From an optimization exercise on the open Yosys and OpenROAD flow, aimed at a short achievable clock period and few clock cycles; shortcuts taken in it are not production practice. In this exercise RTL edits were held to simulation tests only and were not proved equivalent to the original. Power and IR drop assume default switching activity.

==> inputs of run K <==
// core_top
module core_top (
	input  logic        clk_i,
	input  logic        rst_n_i,
	input  logic        fetch_enable_i,
	output logic        instr_req_o,
	output logic [31:0] instr_addr_o,
	input  logic        instr_gnt_i,
	input  logic        instr_rvalid_i,
	input  logic [31:0] instr_rdata_i,
	output logic        data_req_o,
	output logic        data_we_o,
	output logic [31:0] data_addr_o,
	output logic [31:0] data_wdata_o,
	input  logic        data_gnt_i,
	input  logic        data_rvalid_i,
	input  logic [31:0] data_rdata_i,
	output logic        core_busy_o
);
==> flow/config.mk <==
export PLATFORM = sky130hd
export DESIGN_NAME = core_top
export DESIGN_NICKNAME = core_top
export VERILOG_FILES = /design/flow/design.v
export SDC_FILE = /design/flow/constraint.sdc
export NUM_CORES = 4
export LEC_CHECK = 0
export ABC_CLOCK_PERIOD_IN_PS = 2500
export CAP_MARGIN = 20
export CELL_PAD_IN_SITES_DETAIL_PLACEMENT = 1
export CELL_PAD_IN_SITES_GLOBAL_PLACEMENT = 2
export CORE_MARGIN = 2
export CORE_UTILIZATION = 35
export SETUP_SLACK_MARGIN = 5
export SLEW_MARGIN = 20
==> flow/constraint.sdc <==
create_clock -name core_clock -period 10.0 [get_ports {clk_i}]
set_input_delay 2.0000 -clock core_clock [delete_from_list [all_inputs] [get_ports {clk_i}]]
set_output_delay 2.0000 -clock core_clock [all_outputs]
set_load 0.01 [all_outputs]
run.sh (not shown) runs the stock make flow with config.mk's settings and CLKGATE_MAP_FILE= SYNTH_SCRIPT=/design/flow/synth_recipe.tcl, a recipe that flattens the netlist after the stock synthesis.
==> run A: changes against run K <==
--- a/flow/design.v
+++ b/flow/design.v
@@ -151,14 +151,18 @@
 	logic        f_req_q;
 	logic [31:0] f_pc_q;
 	logic        f_out_q;
 	logic        f_kill_q;
 	logic [31:0] f_out_pc_q;
 	logic        f_pend_q;
 	logic [31:0] f_pend_pc_q;
+	logic        f_out_btb_q;    
+	logic        btb_v_q;
+	logic [31:0] btb_pc_q;
+	logic [31:0] btb_tgt_q;
 	logic        d_valid_q;
 	logic [31:0] d_instr_q;
 	logic [31:0] d_pc_q;
 	logic        d_pred_q;
 	logic [31:1] d_s1_q;
 	logic [31:1] d_s2_q;
 	logic        e_valid_q;
@@ -167,14 +171,15 @@
 	logic        e_load_q;
 	logic        e_mem_q;
 	logic        e_store_q;
 	logic        e_br_q;
 	logic        e_bne_q;
 	logic        e_jal_q;
 	logic        e_pred_q;
+	logic        e_done_q;    
 	logic [31:0] e_alt_q;
 	logic [31:0] e_a_q;
 	logic [31:0] e_b_q;
 	logic [31:0] e_s_q;
 	logic [2:0]  e_fa_q;    
 	logic [2:0]  e_fb_q;
 	logic [2:0]  e_fs_q;
@@ -208,24 +213,26 @@
 	logic        arr;
 	logic        accept;
 	logic        replay;
 	logic        p_jal;
 	logic        p_bwd;
 	logic        p_pred;
 	logic        i_redir;
+	logic        i_back;
 	logic [31:0] i_tgt;
 	logic [31:0] rdi;
 	assign rdi    = instr_rdata_i;
 	assign arr    = f_out_q & instr_rvalid_i & ~f_kill_q;
 	assign accept = arr & (~d_valid_q | d_adv) & ~e_redirect;
 	assign replay = arr & d_valid_q & ~d_adv & ~e_redirect;
 	assign p_jal  = (rdi[6:0] == 7'b1101111);
 	assign p_bwd  = (rdi[6:0] == 7'b1100011) & (rdi[14:13] == 2'b00) & rdi[31];
 	assign p_pred = p_jal | p_bwd;
-	assign i_redir = accept & p_pred;
+	assign i_redir = accept & p_pred & ~f_out_btb_q;
+	assign i_back  = accept & ~p_pred & f_out_btb_q;
 	logic [31:1] s1_dec;
 	logic [31:1] s2_dec;
 	always_comb begin
 		for (int i = 1; i < 32; i++) begin
 			s1_dec[i] = (rdi[19:15] == 5'(i));
 			s2_dec[i] = (rdi[24:20] == 5'(i));
 		end
@@ -262,41 +269,54 @@
 	logic        f_wait;
 	logic        redirect_any;
 	logic [31:0] early_tgt;
 	logic [31:0] seq_pc;
 	logic [31:0] redir_pc;
 	assign f_gnt        = f_req_q & instr_gnt_i;
 	assign f_wait       = f_req_q & ~instr_gnt_i;
-	assign redirect_any = e_redirect | i_redir | replay;
-	assign early_tgt    = e_redirect ? e_alt_q : f_out_pc_q;
-	assign seq_pc       = f_pend_q ? f_pend_pc_q : (f_gnt ? f_pc_q + 32'd4 : f_pc_q);
+	logic        btb_hit;
+	assign btb_hit      = btb_v_q & (btb_pc_q == f_pc_q);
+	assign redirect_any = e_redirect | i_redir | replay | i_back;
+	assign early_tgt    = e_redirect ? e_alt_q : (i_back ? f_out_pc_q + 32'd4 : f_out_pc_q);
+	assign seq_pc       = f_pend_q ? f_pend_pc_q :
+		(f_gnt ? (btb_hit ? btb_tgt_q : f_pc_q + 32'd4) : f_pc_q);
 	assign redir_pc     = i_redir ? i_tgt : early_tgt;
 	always_ff @(posedge clk_i or negedge rst_n_i) begin
 		if (!rst_n_i) begin
 			f_req_q     <= 1'b0;
 			f_pc_q      <= 32'd0;
 			f_out_q     <= 1'b0;
 			f_kill_q    <= 1'b0;
 			f_out_pc_q  <= 32'd0;
 			f_pend_q    <= 1'b0;
 			f_pend_pc_q <= 32'd0;
+			f_out_btb_q <= 1'b0;
+			btb_v_q     <= 1'b0;
+			btb_pc_q    <= 32'd0;
+			btb_tgt_q   <= 32'd0;
 		end else begin
+			if (i_redir) begin
+				btb_v_q   <= 1'b1;
+				btb_pc_q  <= f_out_pc_q;
+				btb_tgt_q <= i_tgt;
+			end
 			if (f_wait) begin
 				if (redirect_any) begin
 					f_pend_q    <= 1'b1;
 					f_pend_pc_q <= redir_pc;
 				end
 			end else begin
 				f_req_q  <= fetch_enable_i;
-				f_pc_q   <= i_redir ? i_tgt : ((e_redirect | replay) ? early_tgt : seq_pc);
+				f_pc_q   <= i_redir ? i_tgt : ((e_redirect | replay | i_back) ? early_tgt : seq_pc);
 				f_pend_q <= 1'b0;
 			end
 			if (f_gnt) begin
-				f_out_q    <= 1'b1;
-				f_out_pc_q <= f_pc_q;
+				f_out_q     <= 1'b1;
+				f_out_pc_q  <= f_pc_q;
+				f_out_btb_q <= btb_hit & ~f_pend_q;
 				f_kill_q   <= redirect_any | f_pend_q;
 			end else begin
 				if (instr_rvalid_i) begin
 					f_out_q <= 1'b0;
 				end
 				if (redirect_any) begin
 					f_kill_q <= 1'b1;
@@ -471,15 +491,22 @@
 		.sum_o  (sum),
 		.cout_o ()
 	);
 	assign res = ({32{e_op_add_q}} & sum) | ({32{e_op_xor_q}} & (ea ^ eb)) |
 		({32{e_op_or_q}} & (ea | eb)) | ({32{e_op_and_q}} & (ea & eb)) |
 		({32{e_op_b_q}} & eb);
 	assign taken      = e_jal_q | (e_br_q & ((ea == es) ^ e_bne_q));
-	assign e_redirect = e_valid_q & (taken ^ e_pred_q) & ~stall;
+	assign e_redirect = e_valid_q & (taken ^ e_pred_q) & ~e_done_q;
+	always_ff @(posedge clk_i or negedge rst_n_i) begin
+		if (!rst_n_i) begin
+			e_done_q <= 1'b0;
+		end else begin
+			e_done_q <= stall & (e_done_q | e_redirect);
+		end
+	end
 	always_ff @(posedge clk_i or negedge rst_n_i) begin
 		if (!rst_n_i) begin
 			m_regwrite_q <= 1'b0;
 			m_load_q     <= 1'b0;
 			m_req_q      <= 1'b0;
 		end else if (!stall) begin
 			m_regwrite_q <= e_regwrite_q;
==> flow_metrics.tcl <==
set metrics [dict create \
    status "complete, no violations" \
    p_clk_mw 6.98 \
    p_clk_share_pct 42.9 \
    p_leak_nw 38.2 \
    worst_slew_pin_slew_ns 1.25 \
    cp.buffers_inverters 3 \
    routed_via_density 6.60 \
    syn_inst 7835 \
    clockNetworkAreaShare_pct 6.87 \
]
(the above is from run K)
==> flow_metrics.tcl <==
set metrics [dict create \
    synth-edff-count 384 \
    syn_inst 8223 \
    buf_share_pct 5.12 \
    ys_seq_area_share_pct 51.9 \
    status "complete, no violations" \
    p_clk_share_pct 38.4 \
    clockNetworkAreaShare_pct 6.73 \
    p_leak_nw 39.9 \
    numCtsBuffers 191 \
    p_clk_mw 7.21 \
    cp.buffers_inverters 2 \
]
(the above is from run A)
Testbench counts of run K, summed over its fixed seeds: cycles 12,285.
Testbench counts of run A, summed over its fixed seeds: cycles 12,079.

==> build 85 <==
core_top, a different RTL version from the one above (not shown whole).
export LEC_CHECK = 0
export ABC_CLOCK_PERIOD_IN_PS = 2500
export CAP_MARGIN = 20
export CELL_PAD_IN_SITES_DETAIL_PLACEMENT = 1
export CELL_PAD_IN_SITES_GLOBAL_PLACEMENT = 2
export CORE_MARGIN = 2
export CORE_UTILIZATION = 35
export SETUP_SLACK_MARGIN = 5
export SLEW_MARGIN = 20
create_clock -name core_clock -period 10.0 [get_ports {clk_i}]
standard.sh (not shown) runs the stock make flow with config.mk's settings and CLKGATE_MAP_FILE= SYNTH_SCRIPT=/design/flow/synth_recipe.tcl, a recipe that flattens the netlist after the stock synthesis.
==> flow/flow/run.sh <==
#!/bin/bash
# Standard layout with two changes: adders are left to ABC as plain logic
# (no full/half-adder cells), and timing repair aims well below the period.
set -euo pipefail
bash standard.sh finish ADDER_MAP_FILE= SETUP_SLACK_MARGIN=6.5 > flow_make.log 2>&1
==> inputs of trial 91, as changes to build 85 <==
--- a/flow/design.v
+++ b/flow/design.v
@@ -153,17 +153,14 @@
 	logic        f_out_q;
 	logic        f_kill_q;
 	logic [31:0] f_out_pc_q;
 	logic        f_out_btb_q;    
 	logic        f_pend_q;
 	logic [31:0] f_pend_pc_q;
 	logic        btb_v_q;
-	logic        btb_wr_q;       
-	logic [31:0] btb_wpc_q;
-	logic [31:0] btb_wtgt_q;
 	logic [31:0] btb_pc_q;
 	logic [31:0] btb_tgt_q;
 	logic        e_valid_q;
 	logic        e_regwrite_q;
 	logic [4:0]  e_rd_q;
 	logic        e_load_q;
 	logic        e_mem_q;
@@ -182,20 +179,14 @@
 	logic [2:0]  e_fs_q;
 	logic        e_sub_q;
 	logic        e_op_add_q;
 	logic        e_op_xor_q;
 	logic        e_op_or_q;
 	logic        e_op_and_q;
 	logic        e_op_b_q;
-	logic        e_addi_q;    
-	logic [31:0] e_nimm_q;    
-	logic        m_addi_q;    
-	logic        m_zero_q;
-	logic        w_addi_q;
-	logic        w_zero_q;
 	logic        m_regwrite_q;
 	logic [4:0]  m_rd_q;
 	logic        m_load_q;
 	logic        m_req_q;
 	logic        m_we_q;
 	logic [31:0] m_result_q;
 	logic [31:0] m_addr_q;
@@ -254,36 +245,18 @@
 	assign is_store = (opc == 7'b0100011) & (f3 == 3'b010);
 	assign p_br     = (opc == 7'b1100011) & (f3[2:1] == 2'b00);
 	assign p_jal    = (opc == 7'b1101111);
 	assign writes   = is_lui | is_opimm | is_op | is_load | p_jal;
 	assign regwrite = writes & (rd != 5'd0);
 	assign use1     = is_opimm | is_op | is_load | is_store | p_br;
 	assign use2     = is_op | is_store | p_br;
-	logic e_match;
-	logic m_match;
-	logic w_match;
-	logic early;
-	logic zero_val;
-	logic e_zero;
-	assign e_match = e_regwrite_q & (e_rd_q == rs1);
-	assign m_match = m_regwrite_q & (m_rd_q == rs1);
-	assign w_match = w_regwrite_q & (w_rd_q == rs1);
-	assign early = (rs2 == 5'd0) & ((rs1 == 5'd0) | (e_match & e_addi_q) |
-		(~e_match & m_match & m_addi_q) | (~e_match & ~m_match & w_match & w_addi_q));
-	assign zero_val = (rs1 == 5'd0) | (e_match ? e_zero :
-		(m_match ? m_zero_q : w_zero_q));
-	assign p_pred = p_jal | (p_br & (early ? (zero_val ^ f3[0]) :
-		(rdi[31] | (~f3[0] & (rs1 == rs2)))));
-	logic rd1;
-	logic rd2;
-	assign rd1 = ~opc[2];
-	assign rd2 = opc[5] & ~opc[2];
+	assign p_pred = p_jal | (p_br & (rdi[31] | (~f3[0] & (rs1 == rs2))));
 	assign hazard =
-		(e_regwrite_q & e_load_q & ((rd1 & (e_rd_q == rs1)) | (rd2 & (e_rd_q == rs2)))) |
-		(m_regwrite_q & m_load_q & ((rd1 & (m_rd_q == rs1)) | (rd2 & (m_rd_q == rs2))));
+		(e_regwrite_q & e_load_q & ((use1 & (e_rd_q == rs1)) | (use2 & (e_rd_q == rs2)))) |
+		(m_regwrite_q & m_load_q & ((use1 & (m_rd_q == rs1)) | (use2 & (m_rd_q == rs2))));
 	assign arr    = f_out_q & instr_rvalid_i & ~f_kill_q;
 	assign go_n   = arr & ~stall & ~hazard;
 	assign go     = go_n & ~e_redirect;
 	assign replay = arr & (stall | hazard);
 	assign i_redir = go_n & p_pred & ~f_out_btb_q;
 	assign i_back  = go_n & ~p_pred & f_out_btb_q;
 	logic [21:0] j_lo;
@@ -348,23 +321,21 @@
 			f_out_q     <= 1'b0;
 			f_kill_q    <= 1'b0;
 			f_out_pc_q  <= 32'd0;
 			f_out_btb_q <= 1'b0;
 			f_pend_q    <= 1'b0;
 			f_pend_pc_q <= 32'd0;
 			btb_v_q     <= 1'b0;
-			btb_wr_q    <= 1'b0;
 			btb_pc_q    <= 32'd0;
 			btb_tgt_q   <= 32'd0;
 		end else begin
-			btb_wr_q <= i_redir & ~e_redirect;
-			if (btb_wr_q) begin
+			if (i_redir) begin
 				btb_v_q   <= 1'b1;
-				btb_pc_q  <= btb_wpc_q;
-				btb_tgt_q <= btb_wtgt_q;
+				btb_pc_q  <= f_out_pc_q;
+				btb_tgt_q <= i_tgt;
 			end
 			if (f_wait) begin
 				if (redirect_any) begin
 					f_pend_q    <= 1'b1;
 					f_pend_pc_q <= redir_pc;
 				end
 			end else begin
@@ -383,18 +354,14 @@
 				end
 				if (redirect_any) begin
 					f_kill_q <= 1'b1;
 				end
 			end
 		end
 	end
-	always_ff @(posedge clk_i) begin
-		btb_wpc_q  <= f_out_pc_q;
-		btb_wtgt_q <= i_tgt;
-	end
 	assign instr_req_o  = f_req_q;
 	assign instr_addr_o = f_pc_q;
 	logic [31:1] s1_dec;
 	logic [31:1] s2_dec;
 	logic [31:0] rf_a;
 	logic [31:0] rf_b;
 	logic [31:0] va;
@@ -471,16 +438,14 @@
 			e_fs_q     <= {b_m & use2, b_w & use2, ~((b_m | b_w) & use2)};
 			e_sub_q    <= is_op & f7[5];
 			e_op_add_q <= is_load | is_store | ((is_opimm | is_op) & (f3 == 3'b000));
 			e_op_xor_q <= (is_opimm | is_op) & (f3 == 3'b100);
 			e_op_or_q  <= (is_opimm | is_op) & (f3 == 3'b110);
 			e_op_and_q <= (is_opimm | is_op) & (f3 == 3'b111);
 			e_op_b_q   <= is_lui | p_jal;
-			e_addi_q   <= is_opimm & (f3 == 3'b000);
-			e_nimm_q   <= 32'd0 - {{20{rdi[31]}}, rdi[31:20]};
 		end
 	end
 	logic [31:0] ea;
 	logic [31:0] eb;
 	logic [31:0] es;
 	logic [31:0] sum;
 	logic [31:0] res;
@@ -494,16 +459,14 @@
 	add_pp #(.W(32)) u_add_e (
 		.a_i    (ea),
 		.b_i    (eb ^ {32{e_sub_q}}),
 		.cin_i  (e_sub_q),
 		.sum_o  (sum),
 		.cout_o ()
 	);
-	assign e_zero = (e_fa_q[2] & (m_result_q == e_nimm_q)) |
-		(e_fa_q[1] & (w_result_q == e_nimm_q)) | (e_fa_q[0] & (e_a_q == e_nimm_q));
 	assign res = ({32{e_op_add_q}} & sum) | ({32{e_op_xor_q}} & (ea ^ eb)) |
 		({32{e_op_or_q}} & (ea | eb)) | ({32{e_op_and_q}} & (ea & eb)) |
 		({32{e_op_b_q}} & eb);
 	assign taken      = e_jal_q | (e_br_q & ((ea == es) ^ e_bne_q));
 	assign e_redirect = e_valid_q & (taken ^ e_pred_q) & ~e_done_q;
 	always_ff @(posedge clk_i or negedge rst_n_i) begin
 		if (!rst_n_i) begin
@@ -527,29 +490,14 @@
 		if (!stall) begin
 			m_rd_q     <= e_rd_q;
 			m_we_q     <= e_store_q;
 			m_result_q <= res;
 			m_wdata_q  <= es;
 		end
 	end
-	always_ff @(posedge clk_i or negedge rst_n_i) begin
-		if (!rst_n_i) begin
-			m_addi_q <= 1'b0;
-			w_addi_q <= 1'b0;
-		end else if (!stall) begin
-			m_addi_q <= e_valid_q & e_addi_q;
-			w_addi_q <= m_addi_q;
-		end
-	end
-	always_ff @(posedge clk_i) begin
-		if (!stall) begin
-			m_zero_q <= e_zero;
-			w_zero_q <= m_zero_q;
-		end
-	end
 	always_ff @(posedge clk_i) begin
 		if (!stall && e_mem_q) begin
 			m_addr_q <= sum;
 		end
 	end
 	assign data_req_o   = m_req_q;
 	assign data_we_o    = m_we_q;
PLACE_DENSITY = 0.7   (was default)
==> notes <==
Trial 91 completed with no timing, DRC or antenna violations. Build 85 produced a clean layout. Of trial 91 and build 85, trial 91 has the higher non-clock buffer count (gap 6). Against trial 91, the core utilization of build 85 is lower by 1.1 points. Worst setup slack: trial 91 is lower than build 85 (0.026 ns). Of build 85 and trial 91, build 85 has the higher die area (gap 5.3%, measured against trial 91). Of build 85 and trial 91, build 85 has the higher maximum frequency (gap 0.59%, measured against trial 91). Between build 85 and trial 91, the lower worst hold slack is in build 85 (gap 0.0067 ns). Combinational power: trial 91 is lower than build 85 (about 5%). Of trial 91 and build 85, trial 91 has the higher first-iteration DRC count (gap about 6%, measured against build 85). Between trial 91 and build 85, the lower routed wire length is in trial 91 (gap 5.0%, measured against build 85). Against build 85, the synthesized cell count of trial 91 is lower by 3.2%.
==> figures <==
item                                                         build 85     trial 91
GP Congestion                                                   0.901        0.902
Setup slack of the worst register-to-register path            5.71 ns      5.58 ns
Detailed-route wire length on metal 1                          216 mm       184 mm
Via-per-instance ratio                                           6.91         7.14
Multi-input gates                                                6139         5973
Switching part of the total                                     0.310        0.310
Syn_area_per_cell                                          9.41 sq um   9.23 sq um
Summed area of non-filler cells in the final layout       0.112 sq mm  0.109 sq mm
Met2 layer wire length in the routed design                    223 mm       209 mm
Result of the run                            timing/DRC/antenna clean  timing/DRC/antenna clean
Power in the clock group                                      7.07 mW      7.04 mW
Clock buffer cells                                                276          250
PnR Total Power                                               17.3 mW      16.7 mW
Sequential area share after synthesis                           0.492        0.495
Minimum hold slack                                           0.421 ns     0.428 ns
End-of-flow core utilization                                    0.493        0.503
Proportion of final cell area spent on non-clock buffers        0.156        0.165
Instance count after placement with tap cells included          11200        10800
Fraction of standard cell area in multi-input logic             0.398        0.396
Cell depth of the worst flop-to-flop path                          17           19
Global routing met2 resource utilization                        0.623        0.617
Testbench counts of build 85, summed over its fixed seeds: cycles 11,108.
Testbench counts of trial 91, summed over its fixed seeds: cycles 11,462.

[afterwards: timing with drivers on the ports]
Ports are ideal in the flow. The routed layouts listed here were re-timed in OpenROAD. Step 1 assumes that a clkbuf_16 drives the clock port and a buf_2 every other input. Step 2, shift: input delay + t, output delay - t, t = (earliest + latest rising clock arrival at the registers) / 2. This alone moves slack from input paths to output paths. Slacks: no drivers / after step 1 / after step 2; pairs: no drivers / after step 1.
run	shift t [ns]	slack for setup (ns)	clock arrival spread, ns	slew at the worst register clock pin (ns)	pins driven straight from the clock port
run K	0.920	5.017 / 5.047 / 4.127	0.033 / 0.034	0.07 / 0.07	1
run A	0.961	4.778 / 4.829 / 3.868	0.035 / 0.034	0.07 / 0.07	1
build 85	0.965	5.530 / 5.500 / 4.535	0.054 / 0.054	0.07 / 0.07	1
trial 91	0.943	5.503 / 5.537 / 4.594	0.112 / 0.112	0.09 / 0.09	1
After both steps setup and hold are still met in every run listed. For build 85, which loses most, drivers alone change the setup slack by -0.030 ns; drivers and shift together by -0.995 ns.
